Context: an optimization exercise on an open-source flow, tuned for small area, a short achievable clock period and few clock cycles per item. The choices shown serve that exercise and are no tape-out recipe. Where RTL was checked, it was by simulation tests only, not by an equivalence proof against the original. Power figures rest on the tool's default switching activity, not on a simulated workload.

Setup of JK:
==> module conv_requant, before the edit <==
module conv_requant
(
	input  logic        clk,
	input  logic        rst,
	input  logic        acc_vld,
	input  logic [23:0] acc_a,
	input  logic [23:0] acc_b,
	input  logic [7:0]  acc_res,
	input  logic        relu_en,
	input  logic        res_en,
	input  logic [4:0]  out_shift,
	output logic        out_vld,
	output logic [7:0]  out_dat
);
	logic [23:0] sum;
	logic [24:0] ext;
	logic [14:0] mask;
	logic        q_vld;
	logic [9:0]  q_win;
	logic        q_ovf;
	logic        q_neg;
	logic [7:0]  q_res;
	logic [9:0]  rsum;
	logic [7:0]  sat;
	always_comb begin
		sum  = acc_a + acc_b;
		ext  = $signed({sum, 1'b0}) >>> out_shift;
		for (int j = 0; j < 15; j++) begin
			mask[j] = ({1'b0, out_shift} <= 6'(j));
		end
	end
	always_ff @(posedge clk) begin
		if (rst) begin
			q_vld   <= 1'b0;
			out_vld <= 1'b0;
		end else begin
			q_vld   <= acc_vld;
			out_vld <= q_vld;
		end
	end
	always_ff @(posedge clk) begin
		q_win <= ext[9:0];
		q_ovf <= |((sum[22:8] ^ {15{sum[23]}}) & mask);
		q_neg <= sum[23];
		q_res <= acc_res & {8{res_en}};
	end
	always_comb begin
		rsum = 10'(({q_win[9], q_win[9:1], 1'b1} + {{2{q_res[7]}}, q_res, q_win[0]}) >> 1);
		if (q_ovf) begin
			sat = q_neg ? (relu_en ? 8'h00 : 8'h80) : 8'h7f;
		end else if (rsum[9] && relu_en) begin
			sat = 8'h00;
		end else if (!rsum[9] && rsum[8:7] != 2'b00) begin
			sat = 8'h7f;
		end else if (rsum[9] && rsum[8:7] != 2'b11) begin
			sat = 8'h80;
		end else begin
			sat = rsum[7:0];
		end
	end
	always_ff @(posedge clk) begin
		out_dat <= sat;
	end
endmodule
clock: 11.0 ns
lec_check: 0
cap_margin: 20
core_margin: 2
core_utilization: 40
slew_margin: 20
synth_hierarchical: 1
standard.sh (not shown) runs the stock make flow with config.mk's settings and CLKGATE_MAP_FILE= SYNTH_SCRIPT=/design/flow/synth_recipe.tcl, a recipe that flattens the netlist after the stock synthesis.
==> flow/flow/run.sh <==
#!/bin/bash
# The standard layout with three changes to how it is made: small port
# buffers in place of the default delay cells, clock-tree synthesis with
# larger sink clusters and no dummy loads, and timing repair that aims for
# 7.8 ns of setup slack on the 11 ns clock.
set -euo pipefail
bash standard.sh \
	"BUFFER_PORTS_ARGS=-buffer_cell sky130_fd_sc_hd__buf_1" \
	"CTS_ARGS=-sink_clustering_enable -repair_clock_nets -dont_use_dummy_load -sink_clustering_size 30 -sink_clustering_max_diameter 100" \
	SETUP_SLACK_MARGIN=7.8 \
	finish > standard.log 2>&1
Changes in MS relative to JK:
diff --git a/flow/design.v b/flow/design.v
--- a/flow/design.v
+++ b/flow/design.v
@@ -943,23 +943,25 @@
 	output logic        out_vld,
 	output logic [7:0]  out_dat
 );
 	logic [23:0] sum;
-	logic [24:0] ext;
-	logic [14:0] mask;
+	logic [40:0] ext;
+	logic [40:0] sh;
+	logic [10:0] part;
 	logic        q_vld;
-	logic [9:0]  q_win;
+	logic [10:0] q_part;
 	logic        q_ovf;
 	logic        q_neg;
 	logic [7:0]  q_res;
+	logic [9:0]  win;
+	logic        ovf;
 	logic [9:0]  rsum;
 	logic [7:0]  sat;
 	always_comb begin
 		sum  = acc_a + acc_b;
-		ext  = $signed({sum, 1'b0}) >>> out_shift;
-		for (int j = 0; j < 15; j++) begin
-			mask[j] = ({1'b0, out_shift} <= 6'(j));
-		end
+		ext  = {{16{sum[23]}}, sum, 1'b0};
+		sh   = $signed(ext) >>> {out_shift[4:1], 1'b0};
+		part = sh[10:0];
 	end
 	always_ff @(posedge clk) begin
 		if (rst) begin
 			q_vld   <= 1'b0;
@@ -969,16 +971,18 @@
 			out_vld <= q_vld;
 		end
 	end
 	always_ff @(posedge clk) begin
-		q_win <= ext[9:0];
-		q_ovf <= |((sum[22:8] ^ {15{sum[23]}}) & mask);
-		q_neg <= sum[23];
-		q_res <= acc_res & {8{res_en}};
+		q_part <= part;
+		q_ovf  <= |(sh[32:11] ^ {22{sum[23]}});
+		q_neg  <= sum[23];
+		q_res  <= acc_res & {8{res_en}};
 	end
 	always_comb begin
-		rsum = 10'(({q_win[9], q_win[9:1], 1'b1} + {{2{q_res[7]}}, q_res, q_win[0]}) >> 1);
-		if (q_ovf) begin
+		win = out_shift[0] ? q_part[10:1] : q_part[9:0];
+		ovf = q_ovf || (q_part[10] != q_neg) || (!out_shift[0] && q_part[9] != q_neg);
+		rsum = 10'(({win[9], win[9:1], 1'b1} + {{2{q_res[7]}}, q_res, win[0]}) >> 1);
+		if (ovf) begin
 			sat = q_neg ? (relu_en ? 8'h00 : 8'h80) : 8'h7f;
 		end else if (rsum[9] && relu_en) begin
 			sat = 8'h00;
 		end else if (!rsum[9] && rsum[8:7] != 2'b00) begin
## What came out
MS vs. JK: met2 demand-to-capacity share in global routing saw little to no change; setup slack fell by 0.021 ns.
For the internal cell power, MS came in 6.8% lower than JK did.
Compared with JK, MS shows a higher met1 capacity usage during global routing.
Standard cell core area: JK vs MS, no meaningful difference
Comparing MS with JK, the wire length came out essentially unchanged.
Initial antenna violation count came out exactly the same in JK and MS.
First-pass GRT wire length essentially unchanged between JK and MS.
~same worst setup skew after layout in JK and MS
Testbench counts of MS, summed over its fixed seeds: cycles 16,701, beats 16,661.
No functional check of the RTL was part of JK.

[re-timing with driven ports]
In the flow no input, the clock included, has a driving cell. The finished layouts below were timed again as built, in two steps.
Step 1 assumes that a clkbuf_16 drives the clock port and a buf_2 every other input.
Step 2 moves the port delays by t, midway between the first and last clock arrival at a register: inputs arrive t later, outputs are due t later. That takes back most of the time a late clock gives input paths.
Three values: ideal ports, drivers, drivers and shift; two values: the first two.
run	t, ns	slack for setup (ns)	hold slack, ns	latest minus earliest clock arrival (ns)	worst data-port slew with drivers (ns)
JK	0.607	7.755 / 7.695 / 7.810	0.335 / 0.335 / 0.335	0.061 / 0.061	0.05
MS	0.610	7.734 / 7.673 / 7.781	0.337 / 0.337 / 0.337	0.060 / 0.060	0.05
After both steps every run listed still meets setup and hold.
